What follows belongs to an exercise in optimizing a design on an open flow for small area and a short achievable clock period; a production flow would make more cautious choices. In this exercise RTL edits were held to simulation tests only and were not proved equivalent to the original. Power is estimated from default activity; no workload was simulated.

== lagoon ==
// tcp_frame_top
module tcp_frame_top #(
	parameter int TCP_OPT_WORDS = 3
) (
	input  logic                          clk,
	input  logic                          rst_n,
	input  logic                          start,
	input  logic [47:0]                   mac_dst,
	input  logic [47:0]                   mac_src,
	input  logic [15:0]                   mac_type,
	input  logic [7:0]                    ip_dsf,
	input  logic [15:0]                   ip_id,
	input  logic [2:0]                    ip_flag,
	input  logic [12:0]                   ip_frag_offset,
	input  logic [7:0]                    ip_ttl,
	input  logic [7:0]                    ip_prot,
	input  logic [31:0]                   ip_src,
	input  logic [31:0]                   ip_dst,
	input  logic [15:0]                   tcp_src_port,
	input  logic [15:0]                   tcp_dst_port,
	input  logic [31:0]                   tcp_seq_num,
	input  logic [31:0]                   tcp_ack_num,
	input  logic [3:0]                    tcp_head_len,
	input  logic [5:0]                    tcp_flags,
	input  logic [15:0]                   tcp_window,
	input  logic [15:0]                   tcp_urgent_ptr,
	input  logic [TCP_OPT_WORDS*32-1:0]   tcp_options,
	input  logic [15:0]                   payload_len,
	input  logic [15:0]                   payload_sum,
	input  logic                          data_out_rd,
	input  logic [31:0]                   data_in,
	output logic [31:0]                   data_out,
	output logic [1:0]                    be_out,
	output logic                          data_out_rdy,
	output logic                          sop,
	output logic                          eop,
	output logic                          data_in_rd,
	output logic                          busy
);
	logic        busy_q;     
	logic [16:0] wsel;       
	logic        pz;         
	logic        pay_q;      
	logic        lo_pay_q;   
	logic [13:0] prem;       
	logic        xq;         
	logic        rdok;       
	logic [10:1] stp;        
	logic        ip_fold;    
	logic        tc_fold;    
	logic capture;
	logic accept;
	logic last;
	logic [1:0] opt_words;
	logic at_bnd_next;
	logic [47:0] mac_dst_q;
	logic [47:0] mac_src_q;
	logic [15:0] mac_type_q;
	logic [7:0]  ip_dsf_q;
	logic [15:0] ip_total_len_q;
	logic [15:0] ip_id_q;
	logic [2:0]  ip_flag_q;
	logic [12:0] ip_frag_offset_q;
  ...
clock: 14.0 ns
lec_check: 0
cap_margin: 20
core_margin: 2
core_utilization: 60
slew_margin: 20
synth_hierarchical: 1
synth_minimum_keep_size: 0
standard.sh (not shown) runs the stock make flow with config.mk's settings and CLKGATE_MAP_FILE= SYNTH_SCRIPT=/design/flow/synth_recipe.tcl, a recipe that flattens the netlist after the stock synthesis.
==> flow/flow/run.sh <==
#!/bin/bash
# The standard layout (standard.sh, standard synthesis unchanged) with three
# layout knobs: port buffers of buf_1 cells instead of the delay cells buffer_ports
# picks by default; a clock tree of clkbuf_16 with larger sink clusters and no
# dummy loads; and repair_timing asked for extra setup margin so that it works
# below the design's period. make's full output is in standard.log; each step's
# log is under orfs/logs.
set -euo pipefail
export BUFFER_PORTS_ARGS="-buffer_cell sky130_fd_sc_hd__buf_1"
export CTS_ARGS="-sink_clustering_enable -repair_clock_nets -dont_use_dummy_load -buf_list sky130_fd_sc_hd__clkbuf_16 -sink_clustering_size 30 -sink_clustering_max_diameter 80 -sink_buffer_max_cap_derate 1.0"
export SETUP_SLACK_MARGIN=8.0
bash standard.sh finish > standard.log 2>&1
Modified inputs, fjord compared to lagoon
--- a/flow/design.v
+++ b/flow/design.v
@@ -78,24 +78,25 @@
 	logic [7:0]  ip_prot_q;
 	logic [31:0] ip_src_q;
 	logic [31:0] ip_dst_q;
 	logic [15:0] tcp_src_port_q;
 	logic [15:0] tcp_dst_port_q;
 	logic [31:0] tcp_seq_num_q;
 	logic [31:0] tcp_ack_num_q;
 	logic [3:0]  tcp_head_len_q;
 	logic [5:0]  tcp_flags_q;
 	logic [15:0] tcp_window_q;
 	logic [15:0] tcp_urgent_ptr_q;
 	logic [95:0] tcp_options_q;
+	logic [15:0] carry;
 	logic [15:0] ip_total_len_in;
 	logic [15:0] tcp_len_in;
 	logic busy_n, pay_n, lo_pay_n, xq_n, pz_n, rdok_n;
 	logic [16:0] wsel_n;
 	logic [13:0] prem_n;
 	assign capture      = start & ~busy_q;
 	assign accept       = busy_q & data_out_rd;
 	assign last         = lo_pay_q & pz;
 	assign busy         = busy_q;
 	assign data_out_rdy = busy_q;
 	assign sop          = busy_q & wsel[0];
 	assign eop          = last;
@@ -190,24 +191,28 @@
 			ip_dst_q         <= ip_dst;
 			tcp_src_port_q   <= tcp_src_port;
 			tcp_dst_port_q   <= tcp_dst_port;
 			tcp_seq_num_q    <= tcp_seq_num;
 			tcp_ack_num_q    <= tcp_ack_num;
 			tcp_head_len_q   <= tcp_head_len;
 			tcp_flags_q      <= tcp_flags;
 			tcp_window_q     <= tcp_window;
 			tcp_urgent_ptr_q <= tcp_urgent_ptr;
 			tcp_options_q    <= tcp_options;
 		end
 	end
+	always_ff @(posedge clk) begin
+		if (data_out_rd)
+			carry <= data_in[15:0];
+	end
 	logic [15:0] ip_al, ip_ah, tc_al, tc_ah;
 	logic        ip_cl, ip_ch, tc_cl, tc_ch;
 	logic [31:0] ip_term, tc_term;
 	logic [16:0] ip_lo, ip_hi, tc_lo, tc_hi;
 	logic [15:0] ip_sum, tc_sum;
 	logic [15:0] ip_chksum;
 	logic [15:0] tcp_chksum;
 	assign ip_term = ({32{stp[1]}} & ip_src_q)
 		| ({32{stp[2]}} & ip_dst_q)
 		| ({32{stp[3]}} & {ip_id_q, ip_flag_q, ip_frag_offset_q})
 		| ({32{stp[4]}} & {16'h0, ip_ttl_q, ip_prot_q})
 		| ({32{ip_fold}} & {16'h0, ip_ah});
@@ -228,31 +233,26 @@
 	assign tc_hi = {1'b0, tc_ah} + {1'b0, tc_term[31:16]} + {16'b0, tc_ch};
 	always_ff @(posedge clk) begin
 		if (capture) begin
 			ip_al <= ip_total_len_in;
 			ip_ah <= {8'h45, ip_dsf};
 			ip_cl <= 1'b0;
 			ip_ch <= 1'b0;
 			tc_al <= tcp_len_in;
 			tc_ah <= payload_sum;
 			tc_cl <= 1'b0;
 			tc_ch <= 1'b0;
 		end else begin
-			if (lo_pay_q & data_out_rd) begin
-				ip_al <= data_in[15:0];
-				ip_cl <= 1'b0;
-			end else begin
-				ip_al <= ip_lo[15:0];
-				ip_cl <= ip_lo[16];
-			end
+			ip_al <= ip_lo[15:0];
+			ip_cl <= ip_lo[16];
 			ip_ah <= ip_fold ? {15'h0, ip_ch} : ip_hi[15:0];
 			ip_ch <= ~ip_fold & ip_hi[16];
 			tc_al <= tc_lo[15:0];
 			tc_cl <= tc_lo[16];
 			tc_ah <= tc_fold ? {15'h0, tc_ch} : tc_hi[15:0];
 			tc_ch <= ~tc_fold & tc_hi[16];
 		end
 	end
 	assign ip_sum = {ip_al[15:2], ip_al[1] | (ip_al[0] & ip_cl), ip_al[0] ^ ip_cl};
 	assign tc_sum = {tc_al[15:2], tc_al[1] | (tc_al[0] & tc_cl), tc_al[0] ^ tc_cl};
 	assign ip_chksum  = ~ip_sum;
 	assign tcp_chksum = ~tc_sum;
@@ -317,23 +317,23 @@
 		({16{wsel[4]}} & W4[15:0]) |
 		({16{wsel[5]}} & W5[15:0]) |
 		({16{wsel[6]}} & W6[15:0]) |
 		({16{wsel[7]}} & W7[15:0]) |
 		({16{wsel[8]}} & W8[15:0]) |
 		({16{wsel[9]}} & W9[15:0]) |
 		({16{wsel[10]}} & W10[15:0]) |
 		({16{wsel[11]}} & W11[15:0]) |
 		({16{wsel[12]}} & W12[15:0]) |
 		({16{wsel[13]}} & W13[15:0]) |
 		({16{wsel[14]}} & W14[15:0]) |
 		({16{wsel[15]}} & W15[15:0]);
-	assign data_out[31:16] = head_word[31:16] | ({16{pay_q}} & ip_al);
+	assign data_out[31:16] = head_word[31:16] | ({16{pay_q}} & carry);
 	payload_aligner u_aligner (
 		.lo_pay(lo_pay_q),
 		.rd_ok(rdok),
 		.data_out_rd(data_out_rd),
 		.data_in_hi(data_in[31:16]),
 		.head_lo(head_word[15:0]),
 		.data_out_lo(data_out[15:0]),
 		.data_in_rd(data_in_rd)
 	);
 endmodule
==> comparison <==
- lagoon -> fjord: fmax flat
- fjord vs lagoon, wire length went up by 1300 um.
- On vias per cell, fjord tracks lagoon almost exactly.
- As far as ratio of cells with drive above 1 in the final layout is concerned, fjord and lagoon perform about the same.
- The count of mapped cells out of synthesis in fjord was lower than what lagoon gave.
- Looking at number of placement rows, fjord sits about 1.3% above lagoon.
- Lower register bit total from synthesis goes to lagoon over fjord.
- | share of the clock period used by the worst path | lagoon vs fjord | ≈ equal |


tcp_frame_top, a different RTL version from the one above (not shown whole).
Size in the first run: ~2100 cells after synthesis, about 600 flip-flops.
==> flow/config.mk <==
export PLATFORM = sky130hd
export DESIGN_NAME = tcp_frame_top
export DESIGN_NICKNAME = tcp_frame_top
export VERILOG_FILES = /design/flow/design.v
export SDC_FILE = /design/flow/constraint.sdc
export NUM_CORES = 4
export LEC_CHECK = 0
export CAP_MARGIN = 20
export CORE_MARGIN = 2
export CORE_UTILIZATION = 60
export SLEW_MARGIN = 20
export SYNTH_HIERARCHICAL = 1
export SYNTH_MINIMUM_KEEP_SIZE = 0
==> flow/constraint.sdc <==
create_clock -name core_clock -period 14.0 [get_ports {clk}]
set_input_delay 2.8000 -clock core_clock [delete_from_list [all_inputs] [get_ports {clk}]]
set_output_delay 2.8000 -clock core_clock [all_outputs]
set_load 0.01 [all_outputs]
Scripts as last shown in full above: flow/flow/run.sh
Rerun with:
--- a/flow/design.v
+++ b/flow/design.v
@@ -185,17 +185,15 @@
 	always_ff @(posedge clk) begin
 		wsel <= wsel_n;
 		prem <= prem_n;
 		xq   <= xq_n;
 		pz   <= pz_n;
 	end
-	always_ff @(posedge clk) begin
-		stp     <= {stp[9:1] & {9{~capture}}, capture};
-		ip_fold <= ~capture & (ip_fold | stp[4]);
-		tc_fold <= ~capture & (tc_fold | stp[10]);
-	end
+	assign stp     = wsel[9:0] & {10{data_out_rd}};
+	assign ip_fold = ~|wsel[3:0];
+	assign tc_fold = ~|wsel[9:0];
 	always_ff @(posedge clk) begin
 		if (capture) begin
 			mac_dst_q        <= mac_dst;
 			mac_src_q        <= mac_src;
 			mac_type_q       <= mac_type;
 			ip_dsf_q         <= ip_dsf;
Design area goes down by 0.88%.
Worst setup slack gets worse by 84 ps.
Clock-buffer cell count came out lower by 6.
Critical path depth is unchanged.
Via count goes down by 1.6%.
Die area is lower by 0.67%.
Fmax decreases by 1.4%.
Global-route usage fell by 0.77 points.
Total power fell by 10%.
Core utilization climbs by 0.43 points.
Routed wire length fell by 2.5%.
Non-clock buffer count came out higher by 3.
Worst hold slack gets better by 160 ps.
Cell count shrinks by 1.0%.


## P
Another version of the RTL of tcp_frame_top (not shown whole).
For scale: ~570 I/O pins, roughly 0.028 mm² of cells after synthesis.
clock: 14.0 ns
lec_check: 0
cap_margin: 20
core_margin: 2
core_utilization: 40
slew_margin: 20
Scripts as last shown in full above: flow/flow/run.sh
## Diff of input files: Q against P
--- a/flow/design.v
+++ b/flow/design.v
@@ -270,50 +270,52 @@
 	assign W6 = {ip_chksum, ip_src_q[31:16]};
 	assign W7 = {ip_src_q[15:0], ip_dst_q[31:16]};
 	assign W8 = {ip_dst_q[15:0], tcp_src_port_q};
 	assign W9 = {tcp_dst_port_q, tcp_seq_num_q[31:16]};
 	assign W10 = {tcp_seq_num_q[15:0], tcp_ack_num_q[31:16]};
 	assign W11 = {tcp_ack_num_q[15:0], tcp_head_len_q, 6'b0, tcp_flags_q};
 	assign W12 = {tcp_window_q, tcp_chksum};
 	assign W13 = {tcp_urgent_ptr_q, tcp_options_q[95:80]};
 	assign W14 = tcp_options_q[79:48];
 	assign W15 = tcp_options_q[47:16];
 	assign W16 = {tcp_options_q[15:0], 16'h0};
+	logic [16:0] lo_sel;
 	logic [31:0] head_word;
+	assign lo_sel = {wsel[16:13] & {4{~lo_pay_q}}, wsel[12:0]};
 	assign head_word[31:16] =
 		({16{wsel[0]}} & W0[31:16]) |
 		({16{wsel[1]}} & W1[31:16]) |
 		({16{wsel[2]}} & W2[31:16]) |
 		({16{wsel[3]}} & W3[31:16]) |
 		({16{wsel[4]}} & W4[31:16]) |
 		({16{wsel[5]}} & W5[31:16]) |
 		({16{wsel[6]}} & W6[31:16]) |
 		({16{wsel[7]}} & W7[31:16]) |
 		({16{wsel[8]}} & W8[31:16]) |
 		({16{wsel[9]}} & W9[31:16]) |
 		({16{wsel[10]}} & W10[31:16]) |
 		({16{wsel[11]}} & W11[31:16]) |
 		({16{wsel[12]}} & W12[31:16]) |
 		({16{wsel[13]}} & W13[31:16]) |
 		({16{wsel[14]}} & W14[31:16]) |
 		({16{wsel[15]}} & W15[31:16]) |
 		({16{wsel[16]}} & W16[31:16]);
 	assign head_word[15:0] =
-		({16{wsel[0]}} & W0[15:0]) |
-		({16{wsel[1]}} & W1[15:0]) |
-		({16{wsel[2]}} & W2[15:0]) |
-		({16{wsel[3]}} & W3[15:0]) |
-		({16{wsel[4]}} & W4[15:0]) |
-		({16{wsel[5]}} & W5[15:0]) |
-		({16{wsel[6]}} & W6[15:0]) |
-		({16{wsel[7]}} & W7[15:0]) |
-		({16{wsel[8]}} & W8[15:0]) |
-		({16{wsel[9]}} & W9[15:0]) |
-		({16{wsel[10]}} & W10[15:0]) |
-		({16{wsel[11]}} & W11[15:0]) |
-		({16{wsel[12]}} & W12[15:0]) |
-		({16{wsel[13]}} & W13[15:0]) |
-		({16{wsel[14]}} & W14[15:0]) |
-		({16{wsel[15]}} & W15[15:0]);
+		({16{lo_sel[0]}} & W0[15:0]) |
+		({16{lo_sel[1]}} & W1[15:0]) |
+		({16{lo_sel[2]}} & W2[15:0]) |
+		({16{lo_sel[3]}} & W3[15:0]) |
+		({16{lo_sel[4]}} & W4[15:0]) |
+		({16{lo_sel[5]}} & W5[15:0]) |
+		({16{lo_sel[6]}} & W6[15:0]) |
+		({16{lo_sel[7]}} & W7[15:0]) |
+		({16{lo_sel[8]}} & W8[15:0]) |
+		({16{lo_sel[9]}} & W9[15:0]) |
+		({16{lo_sel[10]}} & W10[15:0]) |
+		({16{lo_sel[11]}} & W11[15:0]) |
+		({16{lo_sel[12]}} & W12[15:0]) |
+		({16{lo_sel[13]}} & W13[15:0]) |
+		({16{lo_sel[14]}} & W14[15:0]) |
+		({16{lo_sel[15]}} & W15[15:0]);
 	assign data_out[31:16] = head_word[31:16] | ({16{pay_q}} & carry);
-	assign data_out[15:0]  = lo_pay_q ? data_in[31:16] : head_word[15:0];
+	assign data_out[15:0]  = head_word[15:0] | ({16{lo_pay_q}} & data_in[31:16]);
 endmodule
- The run showing the greater number of gates on the worst path with buffers counted is Q.
- Q: switching share of total power lower than P
- Diff Q and P: gate count after technology mapping higher in P
- In terms of portion of the layout cell area used by clock cells, P and Q differ only marginally.
- Of the two values seen for source of the critical timing path, data_in[21] was produced by P and data_in[18] by Q.
- Delta(pre-CTS setup slack, Q - P) > 0
- The final cycle utilization of the critical path of Q is higher than that of P.
- Per the comparison of Q with P, layout-stage area growth over the synthesis result picked up an extra 0.84 points, setup slack fell 0.49 ns, maximum clock frequency -about 7%.


Setup of rev 12:
The RTL this note starts from:
==> flow/design.v <==
`timescale 1ns/1ps
module tcp_frame_top #(
	parameter int TCP_OPT_WORDS = 3
) (
	input  logic                          clk,
	input  logic                          rst_n,
	input  logic                          start,
	input  logic [47:0]                   mac_dst,
	input  logic [47:0]                   mac_src,
	input  logic [15:0]                   mac_type,
	input  logic [7:0]                    ip_dsf,
	input  logic [15:0]                   ip_id,
	input  logic [2:0]                    ip_flag,
	input  logic [12:0]                   ip_frag_offset,
	input  logic [7:0]                    ip_ttl,
	input  logic [7:0]                    ip_prot,
	input  logic [31:0]                   ip_src,
	input  logic [31:0]                   ip_dst,
	input  logic [15:0]                   tcp_src_port,
	input  logic [15:0]                   tcp_dst_port,
	input  logic [31:0]                   tcp_seq_num,
	input  logic [31:0]                   tcp_ack_num,
	input  logic [3:0]                    tcp_head_len,
	input  logic [5:0]                    tcp_flags,
	input  logic [15:0]                   tcp_window,
	input  logic [15:0]                   tcp_urgent_ptr,
	input  logic [TCP_OPT_WORDS*32-1:0]   tcp_options,
	input  logic [15:0]                   payload_len,
	input  logic [15:0]                   payload_sum,
	input  logic                          data_out_rd,
	input  logic [31:0]                   data_in,
	output logic [31:0]                   data_out,
	output logic [1:0]                    be_out,
	output logic                          data_out_rdy,
	output logic                          sop,
	output logic                          eop,
	output logic                          data_in_rd,
	output logic                          busy
);
	logic        busy_q;     
	logic [4:0]  widx;       
	logic        pay_q;      
	logic        lo_pay_q;   
	logic [14:0] prem;       
	logic [10:1] stp;        
	logic        ip_fold;    
	logic        tc_fold;    
	logic capture;
	logic accept;
	logic last;
	logic [1:0] opt_words;
	logic at_bnd_next;
	logic [47:0] mac_dst_q;
	logic [47:0] mac_src_q;
	logic [15:0] mac_type_q;
	logic [7:0]  ip_dsf_q;
	logic [15:0] ip_total_len_q;
	logic [15:0] ip_id_q;
	logic [2:0]  ip_flag_q;
	logic [12:0] ip_frag_offset_q;
	logic [7:0]  ip_ttl_q;
	logic [7:0]  ip_prot_q;
	logic [31:0] ip_src_q;
	logic [31:0] ip_dst_q;
	logic [15:0] tcp_src_port_q;
	logic [15:0] tcp_dst_port_q;
	logic [31:0] tcp_seq_num_q;
	logic [31:0] tcp_ack_num_q;
	logic [3:0]  tcp_head_len_q;
	logic [5:0]  tcp_flags_q;
	logic [15:0] tcp_window_q;
	logic [15:0] tcp_urgent_ptr_q;
	logic [95:0] tcp_options_q;
	logic [15:0] carry;
	logic [15:0] ip_total_len_in;
	logic [15:0] tcp_len_in;
	logic [14:0] prem_in;
	assign capture      = start & ~busy_q;
	assign accept       = busy_q & data_out_rd;
	assign last         = lo_pay_q & (prem == 15'd0);
	assign busy         = busy_q;
	assign data_out_rdy = busy_q;
	assign sop          = busy_q & (widx == 5'd0);
	assign eop          = last;
	assign be_out       = last ? {~ip_total_len_q[1], ip_total_len_q[0]} : 2'b00;
	assign data_in_rd   = data_out_rd & lo_pay_q
		& ~(last & ~(ip_total_len_q[1] ^ ip_total_len_q[0]));
	always_comb begin
		if (tcp_head_len_q <= 4'd5)
			opt_words = 2'd0;
		else if (tcp_head_len_q >= 4'd8)
			opt_words = 2'd3;
		else
			opt_words = 2'(tcp_head_len_q - 4'd5);
	end
	assign at_bnd_next = (widx == 5'd12 + {3'b0, opt_words});
	assign ip_total_len_in = payload_len + {9'b0, tcp_head_len + 5'd5, 2'b00};
	assign tcp_len_in      = payload_len + {10'b0, tcp_head_len, 2'b00};
	assign prem_in         = {1'b0, payload_len[15:2]} + {14'b0, &payload_len[1:0]};
	always_ff @(posedge clk or negedge rst_n) begin
		if (!rst_n) begin
			busy_q   <= 1'b0;
			pay_q    <= 1'b0;
			lo_pay_q <= 1'b0;
		end else if (capture) begin
			busy_q   <= 1'b1;
			pay_q    <= 1'b0;
			lo_pay_q <= 1'b0;
		end else if (accept) begin
			if (last) begin
				busy_q   <= 1'b0;
				pay_q    <= 1'b0;
				lo_pay_q <= 1'b0;
			end else if (lo_pay_q) begin
				pay_q    <= 1'b1;
			end else if (at_bnd_next) begin
				lo_pay_q <= 1'b1;
			end
		end
	end
	always_ff @(posedge clk) begin
		if (capture) begin
			widx <= '0;
			prem <= prem_in;
		end else if (accept) begin
			if (lo_pay_q)
				prem <= prem - 15'd1;
			else
				widx <= widx + 5'd1;
		end
	end
	always_ff @(posedge clk) begin
		stp     <= {stp[9:1] & {9{~capture}}, capture};
		ip_fold <= ~capture & (ip_fold | stp[4]);
		tc_fold <= ~capture & (tc_fold | stp[10]);
	end
	always_ff @(posedge clk) begin
		if (capture) begin
			mac_dst_q        <= mac_dst;
			mac_src_q        <= mac_src;
			mac_type_q       <= mac_type;
			ip_dsf_q         <= ip_dsf;
			ip_total_len_q   <= ip_total_len_in;
			ip_id_q          <= ip_id;
			ip_flag_q        <= ip_flag;
			ip_frag_offset_q <= ip_frag_offset;
			ip_ttl_q         <= ip_ttl;
			ip_prot_q        <= ip_prot;
			ip_src_q         <= ip_src;
			ip_dst_q         <= ip_dst;
			tcp_src_port_q   <= tcp_src_port;
			tcp_dst_port_q   <= tcp_dst_port;
			tcp_seq_num_q    <= tcp_seq_num;
			tcp_ack_num_q    <= tcp_ack_num;
			tcp_head_len_q   <= tcp_head_len;
			tcp_flags_q      <= tcp_flags;
			tcp_window_q     <= tcp_window;
			tcp_urgent_ptr_q <= tcp_urgent_ptr;
			tcp_options_q    <= tcp_options;
		end
	end
	always_ff @(posedge clk) begin
		if (data_out_rd)
			carry <= data_in[15:0];
	end
	logic [15:0] ip_s, ip_c, tc_s, tc_c;
	logic [31:0] ip_term, tc_term;
	logic [15:0] ip_s1, ip_c1, ip_s2, ip_c2;
	logic [15:0] tc_s1, tc_c1, tc_s2, tc_c2;
	logic [16:0] ip_cpa, tc_cpa;
	logic [15:0] ip_chksum;
	logic [15:0] tcp_chksum;
	assign ip_term = ({32{stp[1]}} & ip_src_q)
		| ({32{stp[2]}} & ip_dst_q)
		| ({32{stp[3]}} & {ip_id_q, ip_flag_q, ip_frag_offset_q})
		| ({32{stp[4]}} & {16'h0, ip_ttl_q, ip_prot_q});
	assign tc_term = ({32{stp[1]}} & ip_src_q)
		| ({32{stp[2]}} & ip_dst_q)
		| ({32{stp[3]}} & {tcp_src_port_q, tcp_dst_port_q})
		| ({32{stp[4]}} & tcp_seq_num_q)
		| ({32{stp[5]}} & tcp_ack_num_q)
		| ({32{stp[6]}} & {tcp_head_len_q, 6'b0, tcp_flags_q, tcp_window_q})
		| ({32{stp[7]}} & {tcp_urgent_ptr_q, 8'h0, ip_prot_q})
		| ({32{stp[8] & (opt_words != 2'd0)}} & tcp_options_q[95:64])
		| ({32{stp[9] & opt_words[1]}} & tcp_options_q[63:32])
		| ({32{stp[10] & (opt_words == 2'd3)}} & tcp_options_q[31:0]);
	logic [15:0] ip_m1, ip_m2, tc_m1, tc_m2;
	assign ip_s1 = ip_s ^ ip_c ^ ip_term[15:0];
	assign ip_m1 = (ip_s & ip_c) | (ip_s & ip_term[15:0]) | (ip_c & ip_term[15:0]);
	assign ip_c1 = {ip_m1[14:0], ip_m1[15]};
	assign ip_s2 = ip_s1 ^ ip_c1 ^ ip_term[31:16];
	assign ip_m2 = (ip_s1 & ip_c1) | (ip_s1 & ip_term[31:16]) | (ip_c1 & ip_term[31:16]);
	assign ip_c2 = {ip_m2[14:0], ip_m2[15]};
	assign tc_s1 = tc_s ^ tc_c ^ tc_term[15:0];
	assign tc_m1 = (tc_s & tc_c) | (tc_s & tc_term[15:0]) | (tc_c & tc_term[15:0]);
	assign tc_c1 = {tc_m1[14:0], tc_m1[15]};
	assign tc_s2 = tc_s1 ^ tc_c1 ^ tc_term[31:16];
	assign tc_m2 = (tc_s1 & tc_c1) | (tc_s1 & tc_term[31:16]) | (tc_c1 & tc_term[31:16]);
	assign tc_c2 = {tc_m2[14:0], tc_m2[15]};
	assign ip_cpa = {1'b0, ip_s} + {1'b0, ip_c};
	assign tc_cpa = {1'b0, tc_s} + {1'b0, tc_c};
	always_ff @(posedge clk) begin
		if (capture) begin
			ip_s <= ip_total_len_in;
			ip_c <= {8'h45, ip_dsf};
			tc_s <= tcp_len_in;
			tc_c <= payload_sum;
		end else begin
			ip_s <= ip_fold ? ip_cpa[15:0] : ip_s2;
			ip_c <= ip_fold ? {15'h0, ip_cpa[16]} : ip_c2;
			tc_s <= tc_fold ? tc_cpa[15:0] : tc_s2;
			tc_c <= tc_fold ? {15'h0, tc_cpa[16]} : tc_c2;
		end
	end
	assign ip_chksum  = ~ip_s;
	assign tcp_chksum = ~tc_s;
	logic [31:0] head_word;
	always_comb begin
		case (widx)
			5'd0:    head_word = mac_dst_q[47:16];
			5'd1:    head_word = {mac_dst_q[15:0], mac_src_q[47:32]};
			5'd2:    head_word = mac_src_q[31:0];
			5'd3:    head_word = {mac_type_q, 8'h45, ip_dsf_q};
			5'd4:    head_word = {ip_total_len_q, ip_id_q};
			5'd5:    head_word = {ip_flag_q, ip_frag_offset_q, ip_ttl_q, ip_prot_q};
			5'd6:    head_word = {ip_chksum, ip_src_q[31:16]};
			5'd7:    head_word = {ip_src_q[15:0], ip_dst_q[31:16]};
			5'd8:    head_word = {ip_dst_q[15:0], tcp_src_port_q};
			5'd9:    head_word = {tcp_dst_port_q, tcp_seq_num_q[31:16]};
			5'd10:   head_word = {tcp_seq_num_q[15:0], tcp_ack_num_q[31:16]};
			5'd11:   head_word = {tcp_ack_num_q[15:0], tcp_head_len_q, 6'b0, tcp_flags_q};
			5'd12:   head_word = {tcp_window_q, tcp_chksum};
			5'd13:   head_word = {tcp_urgent_ptr_q, tcp_options_q[95:80]};
			5'd14:   head_word = tcp_options_q[79:48];
			5'd15:   head_word = tcp_options_q[47:16];
			default: head_word = {tcp_options_q[15:0], 16'h0};
		endcase
	end
	assign data_out[31:16] = pay_q ? carry : head_word[31:16];
	assign data_out[15:0]  = lo_pay_q ? data_in[31:16] : head_word[15:0];
endmodule
clock: 14.0 ns
lec_check: 0
cap_margin: 20
core_margin: 2
core_utilization: 40
slew_margin: 20
==> flow/flow/run.sh <==
#!/bin/bash
# The standard layout (standard.sh, standard synthesis unchanged) with three
# layout knobs: port buffers of buf_1 cells instead of the delay cells buffer_ports
# picks by default, a clock tree of clkbuf_8 without dummy loads, and repair_timing
# asked for extra setup margin so that it works below the design's period.
# make's full output is in standard.log; each step's log is under orfs/logs.
set -euo pipefail
export BUFFER_PORTS_ARGS="-buffer_cell sky130_fd_sc_hd__buf_1"
export CTS_ARGS="-sink_clustering_enable -repair_clock_nets -dont_use_dummy_load -buf_list sky130_fd_sc_hd__clkbuf_8"
export SETUP_SLACK_MARGIN=7.5
bash standard.sh finish > standard.log 2>&1
--- input diff rev 12..rev 13 ---
-- flow/design.v --
<<< rev 12, line 39
);
	logic        busy_q;     
	logic [4:0]  widx;       
	logic        pay_q;      
	logic        lo_pay_q;   
>>> rev 13, line 39
);
	logic        busy_q;     
	logic [16:0] wsel;       
	logic        pz;         
	logic        pay_q;      
	logic        lo_pay_q;   
<<< rev 12, line 78
	assign capture      = start & ~busy_q;
	assign accept       = busy_q & data_out_rd;
	assign last         = lo_pay_q & (prem == 15'd0);
	assign busy         = busy_q;
	assign data_out_rdy = busy_q;
	assign sop          = busy_q & (widx == 5'd0);
	assign eop          = last;
	assign be_out       = last ? {~ip_total_len_q[1], ip_total_len_q[0]} : 2'b00;
>>> rev 13, line 79
	assign capture      = start & ~busy_q;
	assign accept       = busy_q & data_out_rd;
	assign last         = lo_pay_q & pz;
	assign busy         = busy_q;
	assign data_out_rdy = busy_q;
	assign sop          = busy_q & wsel[0];
	assign eop          = last;
	assign be_out       = last ? {~ip_total_len_q[1], ip_total_len_q[0]} : 2'b00;
<<< rev 12, line 94
			opt_words = 2'(tcp_head_len_q - 4'd5);
	end
	assign at_bnd_next = (widx == 5'd12 + {3'b0, opt_words});
	assign ip_total_len_in = payload_len + {9'b0, tcp_head_len + 5'd5, 2'b00};
	assign tcp_len_in      = payload_len + {10'b0, tcp_head_len, 2'b00};
>>> rev 13, line 95
			opt_words = 2'(tcp_head_len_q - 4'd5);
	end
	assign at_bnd_next = wsel[5'd12 + {3'b0, opt_words}];
	assign ip_total_len_in = payload_len + {9'b0, tcp_head_len + 5'd5, 2'b00};
	assign tcp_len_in      = payload_len + {10'b0, tcp_head_len, 2'b00};
<<< rev 12, line 121
	always_ff @(posedge clk) begin
		if (capture) begin
			widx <= '0;
			prem <= prem_in;
		end else if (accept) begin
			if (lo_pay_q)
				prem <= prem - 15'd1;
			else
				widx <= widx + 5'd1;
		end
	end
>>> rev 13, line 122
	always_ff @(posedge clk) begin
		if (capture) begin
			wsel <= 17'd1;
			prem <= prem_in;
			pz   <= (prem_in == 15'd0);
		end else if (accept) begin
			if (lo_pay_q) begin
				prem <= prem - 15'd1;
				pz   <= (prem == 15'd1);
			end else begin
				wsel <= {wsel[15:0], 1'b0};
			end
		end
	end
<<< rev 12, line 216
	assign tcp_chksum = ~tc_s;
	logic [31:0] head_word;
	always_comb begin
		case (widx)
			5'd0:    head_word = mac_dst_q[47:16];
			5'd1:    head_word = {mac_dst_q[15:0], mac_src_q[47:32]};
			5'd2:    head_word = mac_src_q[31:0];
			5'd3:    head_word = {mac_type_q, 8'h45, ip_dsf_q};
			5'd4:    head_word = {ip_total_len_q, ip_id_q};
			5'd5:    head_word = {ip_flag_q, ip_frag_offset_q, ip_ttl_q, ip_prot_q};
			5'd6:    head_word = {ip_chksum, ip_src_q[31:16]};
			5'd7:    head_word = {ip_src_q[15:0], ip_dst_q[31:16]};
			5'd8:    head_word = {ip_dst_q[15:0], tcp_src_port_q};
			5'd9:    head_word = {tcp_dst_port_q, tcp_seq_num_q[31:16]};
			5'd10:   head_word = {tcp_seq_num_q[15:0], tcp_ack_num_q[31:16]};
			5'd11:   head_word = {tcp_ack_num_q[15:0], tcp_head_len_q, 6'b0, tcp_flags_q};
			5'd12:   head_word = {tcp_window_q, tcp_chksum};
			5'd13:   head_word = {tcp_urgent_ptr_q, tcp_options_q[95:80]};
			5'd14:   head_word = tcp_options_q[79:48];
			5'd15:   head_word = tcp_options_q[47:16];
			default: head_word = {tcp_options_q[15:0], 16'h0};
		endcase
	end
	assign data_out[31:16] = pay_q ? carry : head_word[31:16];
	assign data_out[15:0]  = lo_pay_q ? data_in[31:16] : head_word[15:0];
>>> rev 13, line 220
	assign tcp_chksum = ~tc_s;
	logic [31:0] head_word;
	assign head_word =
		({32{wsel[0]}} & mac_dst_q[47:16]) |
		({32{wsel[1]}} & {mac_dst_q[15:0], mac_src_q[47:32]}) |
		({32{wsel[2]}} & mac_src_q[31:0]) |
		({32{wsel[3]}} & {mac_type_q, 8'h45, ip_dsf_q}) |
		({32{wsel[4]}} & {ip_total_len_q, ip_id_q}) |
		({32{wsel[5]}} & {ip_flag_q, ip_frag_offset_q, ip_ttl_q, ip_prot_q}) |
		({32{wsel[6]}} & {ip_chksum, ip_src_q[31:16]}) |
		({32{wsel[7]}} & {ip_src_q[15:0], ip_dst_q[31:16]}) |
		({32{wsel[8]}} & {ip_dst_q[15:0], tcp_src_port_q}) |
		({32{wsel[9]}} & {tcp_dst_port_q, tcp_seq_num_q[31:16]}) |
		({32{wsel[10]}} & {tcp_seq_num_q[15:0], tcp_ack_num_q[31:16]}) |
		({32{wsel[11]}} & {tcp_ack_num_q[15:0], tcp_head_len_q, 6'b0, tcp_flags_q}) |
		({32{wsel[12]}} & {tcp_window_q, tcp_chksum}) |
		({32{wsel[13]}} & {tcp_urgent_ptr_q, tcp_options_q[95:80]}) |
		({32{wsel[14]}} & tcp_options_q[79:48]) |
		({32{wsel[15]}} & tcp_options_q[47:16]) |
		({32{wsel[16]}} & {tcp_options_q[15:0], 16'h0});
	assign data_out[31:16] = pay_q ? carry : head_word[31:16];
	assign data_out[15:0]  = lo_pay_q ? data_in[31:16] : head_word[15:0];
[summary]
Compared with rev 12, rev 13 shows a lower met2 usage in global routing.
Rev 13: number of iterations in the first detailed-routing pass lower than rev 12
Of the two candidates, rev 12 has the better largest voltage drop on the vdd net and rev 13 the worse one.
On final instance area, rev 13 tracks rev 12 almost exactly.
Rev 13: number of multi-input combinational cells in the layout is 11 higher than what rev 12 reported.

## static timing again, ports no longer ideal
In the flow no input, the clock included, has a driving cell. The finished layouts below were timed again as built, in two steps. Step 1, drivers: a clkbuf_16 drives clk and a buf_2 each remaining input, both assumed. Step 2 adds t to the input delays and takes it off the output delays; t is the mean of the earliest and latest rising clock arrival at the registers after step 1. Input paths then give back, and output paths get back, about the clock's delay inside the block. a / b / c = no drivers / after step 1 / after step 2; a / b = the first two.
run | shift t [ns] | slack for setup (ns) | hold slack, ns | worst slew at a driven data input, ns | cell pins on the clock port's net
lagoon | 0.626 | 7.915 / 7.853 / 7.642 | 0.463 / 0.463 / 0.463 | 0.11 | 1
fjord | 0.639 | 7.922 / 7.754 / 7.703 | 0.474 / 0.474 / 0.474 | 0.18 | 1
the first run of note 2 | 0.618 | 8.009 / 7.977 / 7.652 | 0.467 / 0.467 / 0.467 | 0.17 | 1
the second run of note 2 | 0.670 | 7.924 / 7.871 / 7.392 | 0.632 / 0.632 / 0.632 | 0.09 | 1
P | 0.643 | 7.936 / 7.885 / 7.660 | 0.468 / 0.468 / 0.468 | 0.13 | 1
Q | 0.641 | 7.451 / 7.417 / 7.417 | 0.473 / 0.473 / 0.473 | 0.11 | 1
rev 12 | 0.758 | 7.548 / 7.484 / 7.537 | 0.462 / 0.462 / 0.462 | 0.15 | 1
rev 13 | 0.765 | 7.577 / 7.547 / 7.547 | 0.464 / 0.464 / 0.464 | 0.17 | 1
After both steps setup and hold are still met in every run listed. The setup slack of the second run of note 2, which loses most, moves by -0.053 ns with the drivers and by -0.532 ns with both steps.
